Context: an optimization exercise on an open-source flow, tuned for small area and few clock cycles. The choices shown serve that exercise and are no tape-out recipe. Only simulation tests tie the RTL to the original design; equivalence was not proved. Power figures rest on the tool's default switching activity, not on a simulated workload.

**flow/config.mk**
```make
export PLATFORM = sky130hd
export DESIGN_NAME = lm96570_cfg_seq
export DESIGN_NICKNAME = lm96570_cfg_seq
export VERILOG_FILES = /design/flow/design.v
export SDC_FILE = /design/flow/constraint.sdc
export NUM_CORES = 4
export LEC_CHECK = 0
export CAP_MARGIN = 20
export CORE_MARGIN = 2
export CORE_UTILIZATION = 65
export PLACE_DENSITY = 0.72
export SETUP_SLACK_MARGIN = 0.15
export SLEW_MARGIN = 20
export SYNTH_HIERARCHICAL = 1
export SYNTH_MINIMUM_KEEP_SIZE = 0
```
**flow/constraint.sdc**
```tcl
create_clock -name core_clock -period 5.0 [get_ports {CLK}]
set_input_delay 1.0000 -clock core_clock [delete_from_list [all_inputs] [get_ports {CLK}]]
set_output_delay 1.0000 -clock core_clock [all_outputs]
set_load 0.01 [all_outputs]
```
**flow/design.v**
```verilog
package lm96570_pkg;
  localparam int DATA_WIDTH = 70;
  localparam int NBIT_WIDTH = 8;
  localparam int DEPTH      = 16;
  localparam int ADDR_W     = 4;
  localparam logic [1:0] ERR_OK       = 2'b00;
  localparam logic [1:0] ERR_MISMATCH = 2'b01;
  localparam logic [1:0] ERR_TIMEOUT  = 2'b10;
  typedef enum logic [8:0] {
    S_IDLE    = 9'b000000001,
    S_LOAD    = 9'b000000010,
    S_ISSUE_W = 9'b000000100,
    S_WAIT_W  = 9'b000001000,
    S_ISSUE_R = 9'b000010000,
    S_WAIT_R  = 9'b000100000,
    S_CHECK   = 9'b001000000,
    S_NEXT    = 9'b010000000,
    S_FINISH  = 9'b100000000
  } seq_state_t;
  typedef struct packed {
    logic [NBIT_WIDTH-1:0] nbit;
    logic [DATA_WIDTH-1:0] data;
  } tbl_entry_t;
endpackage
import lm96570_pkg::*;
module lm96570_slot_next
(
  input  logic we,
  input  logic we_n,
  input  logic prev,
  input  logic wd_n,
  output logic d
);
  assign d = ~((we_n & prev) | (we & wd_n));
endmodule
module lm96570_cfg_table
#(
  parameter int RINGS = 4,
  parameter int M     = DEPTH / RINGS,
  parameter int RW    = (RINGS > 1) ? $clog2(RINGS) : 1,
  parameter int MW    = (M > 1) ? $clog2(M) : 1
) (
  input  logic                    CLK,
  input  logic                    we,
  input  logic [ADDR_W-1:0]       waddr,
  input  lm96570_pkg::tbl_entry_t wdata,
  input  logic [RW-1:0]           rsel,
  output lm96570_pkg::tbl_entry_t rdata,
  output logic [MW-1:0]           rot
);
  localparam int EW = NBIT_WIDTH + DATA_WIDTH;
  logic [EW-1:0] slot  [0:DEPTH-1];    
  logic [EW-1:0] snext [0:DEPTH-1];
  logic [MW-1:0] wpos;                 
  logic [RW-1:0] wring;
  logic [EW-1:0] wd, wd_inv;
  always_ff @(posedge CLK) rot <= rot + 1'b1;
  assign wring  = (RINGS > 1) ? RW'(waddr % RINGS) : '0;
  assign wpos   = MW'(waddr / RINGS) + rot + 1'b1;
  assign wd     = wdata;
  assign wd_inv = ~wdata;
  for (genvar r = 0; r < RINGS; r++) begin : g_ring
    for (genvar p = 0; p < M; p++) begin : g_slot
      logic sel_w;
      assign sel_w = we && (wring == RW'(r)) && (wpos == MW'(p));
      logic          sel_w_n;
      logic [EW-1:0] wsrc;
      assign sel_w_n = ~sel_w;
      assign wsrc = (p % 2 == 1) ? wd : wd_inv;
      for (genvar b = 0; b < EW; b++) begin : g_bit
        lm96570_slot_next u_next (
          .we   (sel_w),
          .we_n (sel_w_n),
          .prev (slot[r*M + ((p + M - 1) % M)][b]),
          .wd_n (wsrc[b]),
          .d    (snext[r*M + p][b])
        );
      end
    end
  end
  always_ff @(posedge CLK) begin
    for (int i = 0; i < DEPTH; i++) slot[i] <= snext[i];
  end
  always_comb begin
    rdata = '0;
    for (int r = 0; r < RINGS; r++)
      rdata = rdata | (slot[r*M] & {EW{rsel == RW'(r)}});
  end
endmodule
import lm96570_pkg::*;
module lm96570_cfg_seq
#(
  parameter int RW_BIT   = 0,
  parameter int HDR_BITS = 6,
  parameter int TMR_W    = 10,   
  parameter int RINGS    = 4
) (
  input  logic                  CLK,
  input  logic                  RESET,
  input  logic                  TBL_WE,
  input  logic [ADDR_W-1:0]     TBL_ADDR,
  input  logic [DATA_WIDTH-1:0] TBL_DATA,
  input  logic [NBIT_WIDTH-1:0] TBL_NBIT,
  input  logic                  GO,
  input  logic                  VERIFY_EN,
  input  logic [ADDR_W:0]       NUM_ENTRIES,
  output logic                  BUSY,
  output logic                  DONE,
  output logic [1:0]            ERR_CODE,
  output logic [ADDR_W-1:0]     ERR_IDX,
  output logic                  SPI_START,
  output logic [DATA_WIDTH-1:0] SPI_DATA,
  output logic [NBIT_WIDTH-1:0] SPI_NBIT,
  input  logic                  SPI_DONE,
  input  logic [DATA_WIDTH-1:0] SPI_RD_DATA
);
  localparam int M  = DEPTH / RINGS;
  localparam int RW = (RINGS > 1) ? $clog2(RINGS) : 1;
  localparam int MW = (M > 1) ? $clog2(M) : 1;
  logic              run;       
  logic              pw;        
  logic              zero;      
  logic              fly;       
  logic              rdf;       
  logic              ver;       
  logic [ADDR_W-1:0] cur;       
  logic              lastf;     
  logic [ADDR_W-1:0] nm1;       
  logic [ADDR_W-1:0] nx;        
  logic              nvalid;    
  logic              done_q;
  logic [TMR_W-1:0]  timer;
  logic [1:0]        err_q;
  logic [ADDR_W-1:0] erri_q;
  lm96570_pkg::tbl_entry_t hold;      
  lm96570_pkg::tbl_entry_t nxt;       
  lm96570_pkg::tbl_entry_t tap;
  lm96570_pkg::tbl_entry_t wr_entry;
  logic [MW-1:0]           rot;
  logic                  acc, ev, tmo, mism, hit, cap, wkill;
  logic                  adv, start_rd, start_wr, sw, sel, end_now;
  logic                  mism_end, tmo_end;
  logic                  hit_nx, hit_nn;
  logic [ADDR_W-1:0]     nn, pre;
  logic [MW-1:0]         slot_nx, slot_nn;
  assign wr_entry.nbit = TBL_NBIT;
  assign wr_entry.data = TBL_DATA;
  assign nn      = (nx == nm1) ? '0 : nx + 1'b1;
  assign pre     = nvalid ? nn : nx;
  assign slot_nx = MW'(nx / RINGS) + rot;
  assign slot_nn = MW'(nn / RINGS) + rot;
  assign hit_nx  = (slot_nx == '0);
  assign hit_nn  = (slot_nn == '0);
  lm96570_cfg_table #(.RINGS(RINGS)) u_table (
    .CLK   (CLK),
    .we    (TBL_WE),
    .waddr (TBL_ADDR),
    .wdata (wr_entry),
    .rsel  (RW'(pre % RINGS)),
    .rdata (tap),
    .rot   (rot)
  );
  assign acc   = GO & ~run;
  assign ev    = fly & SPI_DONE & ~done_q;
  assign tmo   = fly & (&timer);
  assign hit   = nvalid ? hit_nn : hit_nx;
  assign cap   = hit & (sw | ~nvalid);
  assign wkill = TBL_WE & (sw ? (TBL_ADDR == nn) : (TBL_ADDR == nx));
  localparam int NG = (DATA_WIDTH + 7) / 8;
  logic [NG*8-1:0] diff;
  logic [7:0]      lo_mask;
  logic [NG-1:0]   g_full, g_part;
  always_comb begin
    diff = '0;
    for (int i = HDR_BITS; i < DATA_WIDTH; i++)
      diff[i] = SPI_RD_DATA[i] ^ hold.data[i];
    for (int k = 0; k < 8; k++)
      lo_mask[k] = (3'(k) < hold.nbit[2:0]);
    for (int g = 0; g < NG; g++) begin
      g_full[g] = (hold.nbit[7:3] > 5'(g)) & (|diff[g*8 +: 8]);
      g_part[g] = (hold.nbit[7:3] == 5'(g)) & (|(diff[g*8 +: 8] & lo_mask));
    end
  end
  assign mism = rdf & (|{g_full, g_part});
  assign adv      = ev & (rdf ? ~mism : ~ver);
  assign start_rd = ev & ~rdf & ver;
  assign sw       = nvalid & (pw | (ev & (rdf | ~ver) & ~lastf));
  assign start_wr = sw & ~mism_end;
  assign mism_end = ev & mism;
  assign tmo_end  = tmo & ~ev;
  assign end_now  = run & (zero | tmo_end | mism_end | (adv & lastf));
  assign sel      = nvalid & (pw | (ev & (rdf | ~ver)));
  assign SPI_START = start_wr | start_rd;
  assign DONE      = end_now;
  assign BUSY      = run & ~end_now;
  assign SPI_DATA[DATA_WIDTH-1:1] = sel ? nxt.data[DATA_WIDTH-1:1] : hold.data[DATA_WIDTH-1:1];
  assign SPI_DATA[RW_BIT]         = sel ? nxt.data[RW_BIT] : (hold.data[RW_BIT] | rdf | ev);
  assign SPI_NBIT                 = sel ? nxt.nbit : hold.nbit;
  assign ERR_CODE = run ? {tmo_end, mism_end} : err_q;
  assign ERR_IDX  = run ? ((tmo_end | mism_end) ? cur : '0) : erri_q;
  always_ff @(posedge CLK) begin
    done_q <= SPI_DONE;
    if (sel) hold <= nxt;
    if (cap) nxt <= tap;
    if (sw | start_rd) timer <= '0;
    else               timer <= timer + 1'b1;
  end
  always_ff @(posedge CLK or posedge RESET) begin
    if (RESET) begin
      run    <= 1'b0;
      pw     <= 1'b0;
      zero   <= 1'b0;
      fly    <= 1'b0;
      rdf    <= 1'b0;
      ver    <= 1'b0;
      cur    <= '0;
      lastf  <= 1'b0;
      nm1    <= '0;
      nx     <= '0;
      nvalid <= 1'b0;
      err_q  <= ERR_OK;
      erri_q <= '0;
    end else begin
      zero   <= acc & (NUM_ENTRIES == '0);
      nvalid <= (nvalid & ~sw | cap) & ~wkill;
      if (acc) begin
        run <= 1'b1;
        ver <= VERIFY_EN;
        nm1 <= NUM_ENTRIES[ADDR_W] ? '1 : NUM_ENTRIES[ADDR_W-1:0] - 1'b1;
        if (NUM_ENTRIES != '0) pw <= 1'b1;
      end
      fly <= ~end_now & (sw | start_rd | (fly & ~ev));
      if (sw) begin
        pw    <= 1'b0;
        rdf   <= 1'b0;
        cur   <= nx;
        lastf <= (nx == nm1);
        nx    <= nn;
      end else begin
        if (adv & ~lastf) pw <= 1'b1;
        if (start_rd)     rdf <= 1'b1;
      end
      if (end_now) begin
        run    <= 1'b0;
        err_q  <= ERR_CODE;
        erri_q <= ERR_IDX;
        if (nx != '0) begin
          nx     <= '0;
          nvalid <= 1'b0;
        end
      end
    end
  end
endmodule
```
**flow/flow/run.sh**
```bash
#!/bin/bash
set -euo pipefail
export PRE_FLOORPLAN_TCL="$PWD/flow/downsize.tcl"
export RECOVER_POWER=100
export PRE_GLOBAL_ROUTE_TCL="$PWD/flow/grt_pre.tcl"
export POST_GLOBAL_ROUTE_TCL="$PWD/flow/grt_post.tcl"
export BUFFER_PORTS_ARGS="-buffer_cell sky130_fd_sc_hd__buf_1"
export CTS_ARGS="-sink_clustering_enable -repair_clock_nets -dont_use_dummy_load -root_buf sky130_fd_sc_hd__clkbuf_16 -sink_clustering_size 16 -sink_clustering_max_diameter 60 -buf_list {sky130_fd_sc_hd__clkbuf_8}"
bash standard.sh > standard.log 2>&1
```
**flow/flow/downsize.tcl**
```tcl
# Runs before floorplanning (PRE_FLOORPLAN_TCL). Hierarchical synthesis maps
# each table slot-update bit (lm96570_slot_next) on its own and picks the
# double-drive a22oi_2 for it, though each drives a single flip-flop D pin.
# Set every a22oi_2 with a single load back to a22oi_1; timing repair later
# in the flow resizes where needed.
set one [[ord::get_db] findMaster sky130_fd_sc_hd__a22oi_1]
set n 0
foreach inst [[ord::get_db_block] getInsts] {
  if {[[$inst getMaster] getName] ne "sky130_fd_sc_hd__a22oi_2"} continue
  set out [$inst findITerm Y]
  set net [$out getNet]
  if {$net eq "NULL"} continue
  if {[llength [$net getITerms]] == 2} {
    $inst swapMaster $one
    incr n
  }
}
puts "downsize.tcl: a22oi_2 -> a22oi_1 on $n cells"
```
**flow/flow/grt_post.tcl**
```tcl
# POST_GLOBAL_ROUTE_TCL: drop the temporary margin set by grt_pre.tcl.
set_clock_uncertainty -setup 0 [all_clocks]
```
**flow/flow/grt_pre.tcl**
```tcl
# PRE_GLOBAL_ROUTE_TCL: during global routing's timing repair and power
# recovery, aim for 0.12 ns of setup slack rather than 0, to cover the
# difference between the router's parasitics and the final extraction.
set_clock_uncertainty -setup 0.12 [all_clocks]
```
**flow/standard.sh**
```bash
#!/bin/bash
# synth_recipe.tcl (not shown) runs the flow's synth.tcl, then flattens the netlist and writes it again
# the make line also repeats each setting of config.mk as NAME=value (left out here)
make -C /OpenROAD-flow-scripts/flow DESIGN_CONFIG=/design/flow/config.mk WORK_HOME=/design/flow/orfs CLKGATE_MAP_FILE= SYNTH_SCRIPT=/design/flow/synth_recipe.tcl "${@:-finish}"
```
==> qor.yml, run 1 <==
grt_pass1_wl_mm: 235.5
drv_cap: 13
cp-end-kind: "flip-flop"
status: "finished with violations"
worst_ep_arrival_time_ps: 5220
ant_nets: 0
r2r_start: "u_table.rot[0]"
fin_nets: 4122
post_cts_buffers: 0
grt_pass1_vias: 35982
core_um2: 70030
worstSkewPairLatency_ps: 650
wl_per_cell_um: 33.23
grt_max_degree: 79
vias: 36128
cp-start-kind: "primary input"
tns_ps: 0
timing.hold.ws_ps: 267.1
power-per-cell-area_nw_per_um2: 467.9
clockBufferDepth: 3
period_share_pct: 95.07
max_freq_ghz: 0.2104
cts_buffers: 101
clk_pin_slew_worst_paths_ps: 110
grt_overflow_total: 0
ctsHoldBuffers: 0
syn_inst: 3541
fillers: 4937
antenna_found_initial: 18
num_rows: 97
dieArea_um2: 72770
final_util_pct: 72.32
design_area_um2: 50640
placed_area_um2: 49520
dr.pass1.iters: 8
ios: 250
gp_congestion: 1.013
die_x_um: 269.8
drt_iter0_drc: 5904
power.leakage_nw: 19.44
cp-startpoint: "TBL_ADDR[2]"
cts-htree-levels: 3
fin_crit_ps: 4753
path_class: "primary input to flip-flop"
cts_root_buffer: "clkbuf_16"
hold_viol: 0
start_util_pct: 65.56
drt-total-wl_mm: 162.7
relSlewSlack_pct: -112.1
route.detailed.drc: 0
dpl.hpwl_mm: 90.71
synth_warnings: 11
cts_sinks: 1443
violatedChecks: "capacitance limit, slew limit"
slew_viol_final: 529
drive_gt1_share_pct: 8.306
die_h_um: 269.8
synth_fp_nets: 3712
required_ps: 5460
cts_resized: 1
tightest_slew_ps: 3181
hold_path.class: "primary input to async pin"
setup_violations: 0
clock_skew_ps: 66.36
cts_tree: "done"
crit_path_max_fanout: 47
vdd_ir_drop_max_v: 0.0003314
grt_util_all_layers_pct: 43.46
viasPerCell: 7.379
numPortBuffers: 243
## area by class of cell
| type | instances | area (um^2) | share of cell area (%) |
|---|---|---|---|
| Tap cell | 940 | 1176 | 2.322 |
| Inverter | 101 | 384.1 | 0.7585 |
| Timing Repair Buffer | 364 | 2085 | 4.116 |
| Sequential cell | 1443 | 30580 | 60.38 |
| Multi-Input combinational cell | 1940 | 14910 | 29.44 |
| Clock buffer | 101 | 1491 | 2.945 |
| Antenna cell | 7 | 17.52 | 0.03459 |
## report_power, final
part | switching (W) | internal [W] | total [W] | leakage [nW]
Sequential | 0.00102 | 0.0144 | 0.0154 | 12.4
Clock | 0.00351 | 0.00199 | 0.00550 | 0.772
Combinational | 0.00121 | 0.00156 | 0.00277 | 6.25
Total | 0.00574 | 0.0180 | 0.0237 | 19.4
## cells in the final DEF, fill, tap and decap left out, types with 14 or more instances in the layout
master / n
buf_4: 45
inv_1: 99
o21ai_0: 31
edfxtp_1: 156
dfxtp_1: 1261
mux4_2: 78
clkbuf_1: 25
xor2_1: 55
clkbuf_2: 14
buf_12: 30
nor2_1: 36
nand3_1: 22
nand2_1: 260
clkbuf_8: 92
a21oi_1: 17
dfrtp_1: 26
buf_1: 240
xnor2_1: 34
a22oi_1: 1251
## flip-flops by register name, summed over array words and instances (netlist names)
name          count
nx                4
u_table.slot   1248
timer            10
nvalid            1
u_table.rot       2
hold             78
done_q            1
fly               1
nxt              78
erri_q            4
zero              1
rdf               1
run               1
nm1               4
lastf             1
pw                1
cur               4
ver               1
err_q             2
## through the flow
step	cells	total power, W	worst slack (ps)
finish	4896	0.02369	246.6
detailed placement	4782	0.01827	335.7
global placement	4782	0.01796	409.3
floorplan	3541	0.01726	-1011
CTS	4883	0.02353	175.6
## critical path, cell delays in order
cell and delay [ps]:
buf_1 170, inv_1 70, ha_1 210, xnor3_1 620
nand3_4 220, clkbuf_2 1470, clkbuf_2 1120, a22oi_1 250
## per-layer routing
metal	track usage [%]	routed length, um	vias up
met5	0	131	-
met4	22.32	9281	22
met1	57.83	59550	17865
met2	65.38	71420	3077
met3	12.16	22320	618
li1	-	-	14546
## final timing paths
check	to	slack [ps]	cells after the start
worst max-delay path	u_table.slot[15][28]	250	8
worst min-delay path	pw	270	2
worst max register to register	u_table.slot[15][28]	380	7
worst min register to register	u_table.slot[2][31]	390	1
max in group asynchronous	nm1[1]	3430	3
min in group core_clock	u_table.slot[2][31]	390	1
Testbench counts, summed over its fixed seeds: cycles 50,498.
==> run 2: changes to the inputs <==
==> flow/flow/grt_post.tcl (replaced) <==
# POST_GLOBAL_ROUTE_TCL: power recovery may leave drivers too weak for
# their loads; repair slew and capacitance again (with the flow's margins),
# legalise and reroute what changed, then drop the temporary setup margin
# set by grt_pre.tcl.
global_route -start_incremental
estimate_parasitics -global_routing
repair_design -slew_margin 20 -cap_margin 20
detailed_placement
global_route -end_incremental
set_clock_uncertainty -setup 0 [all_clocks]
==> run 2 against run 1 <==
  * Cell count rose by 0.14%
  * Final area up 0.61%
  * Now clean on timing, DRC and antenna
  * Die area unchanged
  * First-iteration DRC count rose by 1.6%
  * Clock power is essentially flat
  * Combinational power about the same
  * Global-route usage unchanged
  * Via count down 0.66%
  * Flip-flop and latch count unchanged
==> qor.yml, run 2 <==
p_int_w: 0.01796  # about the same
post_cts_buffers: 0  # unchanged
path_class: "flip-flop to primary output"
synth_warnings: 11  # unchanged
ctsHoldBuffers: 0  # unchanged
dieArea_um2: 72770  # unchanged
reg2reg_depth: 8  # +1
start_util_pct: 65.56  # unchanged
cts_resized: 1  # unchanged
cp-end-kind: "primary output"
cp-start-kind: "flip-flop"
ios: 250  # unchanged
drv_cap: 0  # -13
grt_overflow_total: 0  # unchanged
max_freq_ghz: 0.2116  # +0.59%
max_flop_register: "u_table.slot"
hold_viol: 0  # unchanged
hold_path.class: "primary input to async pin"
post-place-ws_ps: 335.7  # unchanged
drive_gt1_share_pct: 8.845  # +0.54 points
cts_root_buffer: "clkbuf_16"
route.detailed.drc: 0  # unchanged
antenna_found_initial: 18  # unchanged
clkPwrFrac_pct: 23.2  # about the same
dpl.hpwl_mm: 90.71  # unchanged
tightest_slew_ps: 1201  # -1980 ps
drt_iter0_drc: 5996  # +1.6%
p_sw_share_pct: 24.17  # -0.043 points
syn_inst: 3541  # unchanged
worst_ep_arrival_time_ps: 3730  # -1490 ps
power-per-cell-area_nw_per_um2: 464.7  # -0.67%
relSlewSlack_pct: 19.50  # +130 points
setup_violations: 0  # unchanged
worstSkewPairLatency_ps: 650  # about the same
p_sw_w: 0.005722  # -0.24%
dr.pass1.iters: 7  # -1
cts_tree: "done"
cts-htree-levels: 3  # unchanged
synth_fp_nets: 3712  # unchanged
grt_pass1_wl_mm: 235.5  # unchanged
numPortBuffers: 243  # unchanged
period_share_pct: 94.51  # -0.56 points
gp_congestion: 1.013  # unchanged
crit_path_max_fanout: 6  # -87%
slew_viol_final: 0  # -100%
vias: 35889  # -0.66%
final_cell_mix: "dfxtp_1 (1,261), a22oi_1 (1,251), nand2_1 (260), buf_1 (240), edfxtp_1 (156)"
status: "timing/DRC/antenna clean"
grt_pass1_vias: 35982  # unchanged
clock_skew_ps: 71.04  # +4.680 ps
design_area_um2: 50950  # +0.61%
largest_registers: "u_table.slot x1248, hold x78, nxt x78"
combPwrFrac_pct: 11.7  # about the same
postLayoutSetupSlackWorst_ps: 274.3  # +27.78 ps
viasPerCell: 7.320  # -0.80%
wl_per_cell_um: 33.10  # -0.40%
grt_max_degree: 79  # unchanged
required_ps: 4000  # -1460 ps
cts_sinks: 1443  # unchanged
vdd_ir_drop_max_v: 0.0003324  # +0.31%
num_rows: 97  # unchanged
fin_nets: 4130  # +0.19%
die_x_um: 269.8  # unchanged
fin_crit_ps: 4726  # -27.78 ps
placed_area_um2: 49520  # unchanged
cts_buffers: 101  # unchanged
final_common_cell: "dfxtp_1"
core_um2: 70030  # unchanged
ant_nets: 0  # unchanged
clk_pin_slew_worst_paths_ps: 100  # about the same
largest_reg_flops: 1248  # unchanged
power.leakage_nw: 19.57  # +0.69%
die_h_um: 269.8  # unchanged
drt-total-wl_mm: 162.3  # -0.26%
clockBufferDepth: 3  # unchanged
p_seq_share_pct: 65.1  # about the same
grt_util_all_layers_pct: 43.46  # unchanged
==> run 2: power by group through the flow <==
stage | combinational (W) | sequential [W] | clock, W
finish | 0.00278 | 0.0154 | 0.00549
CTS | 0.00272 | 0.0153 | 0.00547
detailed placement | 0.00270 | 0.0156 | 0
global placement | 0.00251 | 0.0154 | 0
floorplan | 0.00202 | 0.0152 | 0
==> run 2: critical path: stages, from the launching register on <==
cell and delay [ps]:
edfxtp_1 490, or2_0 370, buf_4 230, a211oi_1 250
o32ai_1 110, nor4b_1 290, nand4_1 240, nor4_4 300
buf_4 180, a211oi_2 120, nand3b_4 200, and2_1 180
buf_1 120
==> run 2: final cells by class <==
cell class / instances / area [um^2]
well taps: 940 / 1176
multi-input cells: 1940 / 14960
clock buffers: 101 / 1491
inverters: 101 / 384.1
flip-flops and latches: 1443 / 30580
repair buffers: 372 / 2340
fillers: 4894 / 19080
diodes: 6 / 15.01
==> run 2: metal layers <==
layer  vias to the layer above  global-route usage, %  wire [um]
met1                     17681                  57.83      59010
met3                       616                  12.16      22940
li1                      14565                      -          -
met4                        24                  22.32       9229
met2                      3003                  65.38      70950
met5                         -                      0        139
==> run 2: per-stage QoR <==
step                utilization (%)  hold WS [ps]  setup TNS (ps)  power (W)  cells
floorplan                         -         405.5         -629890    0.01726   3541
global placement              70.71         408.4               0    0.01796   4782
detailed placement            70.72         414.3               0    0.01827   4782
CTS                           72.85         401.3               0    0.02353   4883
finish                        72.75         269.8               0    0.02368   4903
==> run 2: final timing paths <==
path                                           from  slack [ps]                   to
worst max-delay path                       hold[70]         270                 DONE
worst min-delay path                          RESET         270                lastf
worst min register to register  u_table.slot[1][31]         400  u_table.slot[2][31]
min in group core_clock         u_table.slot[1][31]         400  u_table.slot[2][31]
worst max register to register       u_table.rot[0]        1120  u_table.slot[8][72]
max in group asynchronous                     RESET        3910               nm1[1]
==> run 3: changes to the inputs <==
--- a/flow/config.mk
+++ b/flow/config.mk
@@ -9,4 +9,4 @@
 export CORE_MARGIN = 2
-export CORE_UTILIZATION = 65
-export PLACE_DENSITY = 0.72
+export CORE_UTILIZATION = 75
+export PLACE_DENSITY = 0.82
 export SETUP_SLACK_MARGIN = 0.15
==> run 3 against run 2 <==
  * Still clean on timing, DRC and antenna
  * First-iteration DRC count rose by 14%
  * Flip-flop and latch count did not move
  * Hold slack got worse by 38 ps
  * Cell count fell by 3.2%
  * Die area down 13%
  * Global-route usage up 4.5 points
  * Count of clock-buffer cells in the layout shrank 1
  * Largest cell class unchanged
  * Largest power group unchanged
  * Highest routed layer unchanged
==> qor.yml, run 3 <==
status: "timing/DRC/antenna clean"
ios: 250  # unchanged
grt_max_degree: 79  # unchanged
die_h_um: 251.4  # -6.8%
die_x_um: 251.4  # -6.8%
post-place-ws_ps: 278.4  # -57.26 ps
cp-end-kind: "primary output"
gp_congestion: 0.9997  # -1.3%
dr.pass1.iters: 8  # +1
viasPerCell: 7.743  # +5.8%
syn_inst: 3541  # unchanged
drt_iter0_drc: 6809  # +14%
path_class: "primary input to primary output"
critPathMaxStageDelay_ps: 500  # about the same
fin_crit_ps: 4647  # -78.98 ps
max_freq_ghz: 0.2152  # +1.7%
cts_tree: "done"
cts_sinks: 1443  # unchanged
antenna_found_initial: 17  # -1
cts_buffers: 100  # -0.99%
grt_overflow_total: 0  # unchanged
required_ps: 4000  # about the same
final_common_cell: "dfxtp_1"
clk_pin_slew_worst_paths_ps: 100  # about the same
fillers: 3269  # -33%
synth_fp_nets: 3712  # unchanged
synth_warnings: 11  # unchanged
relSlewSlack_pct: 16.86  # -2.6 points
largest_registers: "u_table.slot x1248, hold x78, nxt x78"
hold_viol: 0  # unchanged
cts_root_buffer: "clkbuf_16"
vias: 36734  # +2.4%
fin_nets: 4122  # -0.19%
grt_util_all_layers_pct: 48.01  # +4.5 points
worst_ep_arrival_time_ps: 3650  # -80 ps
route.detailed.drc: 0  # unchanged
slew_viol_final: 0  # unchanged
crit_path_max_fanout: 4  # -2
vdd_ir_drop_max_v: 0.0003516  # +5.8%
worstSkewPairLatency_ps: 650  # about the same
largest_reg_flops: 1248  # unchanged
drv_cap: 0  # unchanged
crit_top_cell: "buf_1"
grt_pass1_vias: 36415  # +1.2%
clock_skew_ps: 48.27  # -22.77 ps
ctsHoldBuffers: 0  # unchanged
dieArea_um2: 63200  # -13%
cp_cell_sequence: "buf_1, xnor2_1, nor4b_1, a31oi_1, nor4bb_1, a21oi_1, nor4_4, buf_4, a211oi_2, nand3b_4, and2_1, buf_1"
grt_pass1_wl_mm: 224.9  # -4.5%
cts_resized: 0  # -1
setup_violations: 0  # unchanged
core_um2: 60470  # -14%
cp-start-kind: "primary input"
hold_path.class: "primary input to async pin"
power-per-cell-area_nw_per_um2: 468.3  # +0.77%
dpl.hpwl_mm: 85.23  # -6.0%
wl_per_cell_um: 32.86  # -0.70%
power.leakage_nw: 19.50  # -0.38%
drt-total-wl_mm: 155.9  # -3.9%
num_rows: 90  # -7.2%
final_cell_mix: "dfxtp_1 (1,261), a22oi_1 (1,251), nand2_1 (260), buf_1 (239), edfxtp_1 (156)"
final_util_pct: 83.70  # +11 points
max_flop_register: "u_table.slot"
tightest_slew_ps: 1247  # +46.14 ps
ant_nets: 0  # unchanged
drive_gt1_share_pct: 8.433  # -0.41 points
cts-htree-levels: 3  # unchanged
start_util_pct: 75.92  # +10 points
post_cts_buffers: 0  # unchanged
clockBufferDepth: 3  # unchanged
period_share_pct: 92.93  # -1.6 points
postLayoutSetupSlackWorst_ps: 353.3  # +78.98 ps
slowest_stage: "xnor2_1"
numPortBuffers: 243  # unchanged
## run 3: worst paths after layout
kind	endpoint	depth (start not counted)	slack, ps	startpoint
max in group asynchronous	cur[2]	3	4010	RESET
hold reg to reg	u_table.slot[10][59]	1	420	u_table.slot[9][59]
min in group core_clock	u_table.slot[10][59]	1	420	u_table.slot[9][59]
setup reg to reg	u_table.slot[5][62]	6	1240	u_table.rot[0]
hold / removal	nx[2]	2	230	RESET
setup / recovery	DONE	12	350	SPI_RD_DATA[56]
## run 3: worst max-delay path, delay by kind of cell
family                    cells  cell delay [ps]
buffers and inverters         3              410
xor gates and xnor gates      1              500
AOI/OAI and AO/OA             3              410
and+or+nand+nor               5             1330
## run 3: routing by layer
layer  GRT usage, %  part of all wire, %
met1          60.21                   34
met2          72.11                   44
met3          16.69                   16
met4          29.25                  6.6
met5              0                0.065
## run 3: cell type report
class | count | area [um^2] | area share [%]
Timing Repair Buffer | 365 | 2225 | 4.395
Inverter | 101 | 387.9 | 0.7663
Antenna cell | 13 | 32.53 | 0.06427
Tap cell | 782 | 978.4 | 1.933
Sequential cell | 1443 | 30580 | 60.41
Clock buffer | 100 | 1478 | 2.919
Multi-Input combinational cell | 1940 | 14940 | 29.51
## run 3: through the flow
step           std cells  hold WS [ps]  area (um^2)  power [W]  setup TNS [ps]
2_1_floorplan       3541         405.5        45920    0.01726         -629890
3_3_place_gp        4607         408.1        49120    0.01792               0
3_5_place_dp        4607         414.0        49120    0.01829               0
4_1_cts             4707         421.5        50600    0.02346               0
6_report            4744         232.2        50620    0.02370               0
## run 3: power breakdown
| group | switching (W) | leakage (nW) | internal [W] |
|---|---|---|---|
| Combinational | 0.00126 | 6.32 | 0.00156 |
| Clock | 0.00346 | 0.765 | 0.00197 |
| Sequential | 0.00105 | 12.4 | 0.0144 |
| Total | 0.00577 | 19.5 | 0.0179 |

[afterwards: timing with drivers on the ports]
The results above use ideal ports. As a check the final layouts listed here were re-extracted and re-timed, cells and wires unchanged.
Step 1 assumes that a clkbuf_16 drives the clock port and a buf_2 every other input.
Step 2 adds t to the input delays and takes it off the output delays; t is the mean of the earliest and latest rising clock arrival at the registers after step 1. Input paths then give back, and output paths get back, about the clock's delay inside the block.
Slacks: ideal / step 1 / step 2; pairs: ideal / step 1.
| run | t, ns | slack for setup (ns) | hold slack, ns | worst setup path after step 2 |
|---|---|---|---|---|
| run 1 | 0.681 | 0.247 / 0.221 / -0.388 | 0.267 / 0.218 / 0.393 | input to register |
| run 2 | 0.679 | 0.274 / 0.205 / 0.316 | 0.270 / 0.222 / 0.395 | input to register |
| run 3 | 0.699 | 0.353 / 0.302 / 0.328 | 0.232 / 0.181 / 0.416 | input to output |
For run 1, which loses most, drivers alone change the setup slack by -0.026 ns; drivers and shift together by -0.635 ns.
